From an optimization exercise on the open Yosys and OpenROAD flow, aimed at small area, a short achievable clock period and few clock cycles per item; shortcuts taken in it are not production practice.
Only simulation tests tie the RTL to the original design; equivalence was not proved.

Setup of lagoon:
Design siso_maxlog, start of the top module:
module siso_maxlog #(
  parameter int W      = 8,
  parameter int AW     = 12,
  parameter int N      = 64,
  parameter int ADDR_W = $clog2(N)
) (
  input  logic                 clk_p_i,
  input  logic                 reset_n_i,
  input  logic                 in_valid_i,
  output logic                 in_ready_o,
  input  logic signed [W-1:0]  sys_i,
  input  logic signed [W-1:0]  par_i,
  input  logic signed [W-1:0]  apr_i,
  output logic                 out_valid_o,
  input  logic                 out_ready_i,
  output logic signed [W-1:0]  ext_o,
  output logic [ADDR_W-1:0]    out_idx_o,
  output logic                 out_last_o,
  output logic                 busy_o
);
  localparam int MW = 13;                       
  typedef logic signed [MW-1:0] m_t;           
  typedef logic signed [11:0]   d_t;           
  function automatic logic ge(input m_t a, input m_t b);
    m_t d;
    d  = a - b;
    ge = ~d[MW-1];
  endfunction
  function automatic m_t s8(input logic [7:0] v);   s8  = {{5{v[7]}}, v};  endfunction
  function automatic m_t s9(input logic [8:0] v);   s9  = {{4{v[8]}}, v};  endfunction
  function automatic m_t s10(input logic [9:0] v);  s10 = {{3{v[9]}}, v};  endfunction
  function automatic m_t s12(input logic [11:0] v); s12 = {v[11], v};      endfunction
  function automatic m_t mx(input m_t a, input m_t b);
    if (ge(a, b)) mx = a;
    else          mx = b;
  endfunction
  localparam int FW = 12;
  typedef logic signed [FW-1:0] f_t;
  function automatic f_t fmx(input f_t a, input f_t b);
    f_t d;
    d = a - b;
    if (!d[FW-1]) fmx = a;
    else          fmx = b;
  endfunction
  ...
clock: 28.0 ns
lec_check: 0
cap_margin: 20
core_margin: 2
core_utilization: 55
cts_cluster_diameter: 80
cts_cluster_size: 30
slew_margin: 20
standard.sh (not shown) runs the stock make flow with config.mk's settings and CLKGATE_MAP_FILE= SYNTH_SCRIPT=/design/flow/synth_recipe.tcl, a recipe that flattens the netlist after the stock synthesis.
==> flow/flow/run.sh <==
#!/bin/bash
# Layout: the standard flow (standard synthesis, floorplan, placement, CTS, routing) with two
# changes to how cells are chosen and placed; neither changes the design, its registers, its
# clock tree rules or its constraints.
# * The port buffers are sky130_fd_sc_hd__buf_4 instead of the cell buffer_ports picks by default.
#   Every port still gets its own buffer.
# * Before detailed placement, flow/pre_dp.tcl moves each output port's buffer next to the cell
#   that drives it; detailed placement then legalizes as usual.
# The full output of the flow goes to flow_standard.log; ORFS keeps each step's log under orfs/logs.
set -euo pipefail
bash standard.sh "BUFFER_PORTS_ARGS=-buffer_cell sky130_fd_sc_hd__buf_4" \
  "PRE_DETAIL_PLACE_TCL=$PWD/flow/pre_dp.tcl" finish > flow_standard.log 2>&1
==> flow/flow/pre_dp.tcl <==
# Runs before detailed placement (ORFS PRE_DETAIL_PLACE_TCL hook). Each output port has its own
# buffer; place that buffer next to the cell that drives it, so that the strong port buffer,
# rather than the driving register, drives the wire to the pin. Detailed placement then
# legalizes the cells as usual.
set block [ord::get_db_block]
foreach bterm [$block getBTerms] {
  if {[$bterm getIoType] != "OUTPUT"} { continue }
  set pnet [$bterm getNet]
  if {$pnet == "NULL"} { continue }
  foreach it [$pnet getITerms] {
    if {![$it isOutputSignal]} { continue }
    set buf [$it getInst]
    foreach bi [$buf getITerms] {
      if {![$bi isInputSignal]} { continue }
      set n2 [$bi getNet]
      if {$n2 == "NULL"} { continue }
      foreach it2 [$n2 getITerms] {
        if {![$it2 isOutputSignal]} { continue }
        set drv [$it2 getInst]
        set loc [$drv getLocation]
        puts "pre_dp: [$buf getName] to [$drv getName] at $loc"
        $buf setLocation [lindex $loc 0] [lindex $loc 1]
      }
    }
  }
}
lagoon: no failed stages, no open violations at the end
Testbench counts of lagoon, summed over its fixed seeds: cycles 8,736, items 8,192.
Here is what was changed in the inputs of violet compared with lagoon.
--- a/flow/config.mk
+++ b/flow/config.mk
@@ -8 +8 @@
-export CAP_MARGIN = 20
+export CAP_MARGIN = 10
@@ -10 +10 @@
-export CORE_UTILIZATION = 55
+export CORE_UTILIZATION = 40
@@ -13 +13 @@
-export SLEW_MARGIN = 20
+export SLEW_MARGIN = 10
## What came out
violet completed end to end with timing, DRC and antenna clean.
violet vs lagoon: number of nets at the end of the flow down slightly
Die height (violet / lagoon): 1.17
Against lagoon, violet comes in 0.023 ns lower on worst hold slack.
Looking at violet and lagoon, the minimum period implied by the final worst setup slack is a wash.
When violet is measured against lagoon, its via count of the first global-routing pass turns out about 0.66% higher.
Diff violet and lagoon: design area lower in lagoon
What raven does differently from violet at the input level:
--- a/flow/config.mk
+++ b/flow/config.mk
@@ -8 +8 @@
-export CAP_MARGIN = 10
+export CAP_MARGIN = 20
@@ -13 +13 @@
-export SLEW_MARGIN = 10
+export SLEW_MARGIN = 20
Notes after the runs:
Compared with violet, raven shows number of vias in the routed layout that has gone down slightly. met1 usage down 0.29 points in raven wrt violet. On final standard cell utilization of the core, violet and raven are neck and neck. Between violet and raven, the number of non-clock buffers is lower for violet. Maximum single-stage delay on the critical path across violet and raven: no real change. Any difference in wire length between violet and raven is small enough to ignore. Multi-input gate area in the final layout across violet and raven: no real change.

what the ideal ports hide:
Ports are ideal in the flow. The routed layouts listed here were re-timed in OpenROAD.
Step 1 sets driving cells, clkbuf_16 on the clock port and buf_2 on the other inputs (assumed; they add their load-dependent delay and slew).
Step 2 times the ports against the registers' clock, not the clock port: input delays grow and output delays shrink by t, the midpoint of the rising clock arrivals with the driver on.
a / b / c = no drivers / after step 1 / after step 2; a / b = the first two.
| run | shift t [ns] | setup WS [ns] | worst setup path after step 2 | clock arrival spread, ns | cell pins on the clock port's net |
|---|---|---|---|---|---|
| lagoon | 0.879 | 20.939 / 20.854 / 20.735 | input to register | 0.077 / 0.077 | 1 |
| violet | 0.883 | 20.941 / 20.848 / 20.281 | input to register | 0.076 / 0.075 | 1 |
| raven | 0.873 | 20.934 / 20.844 / 20.274 | input to register | 0.075 / 0.075 | 1 |
After both steps every run listed still meets setup and hold.
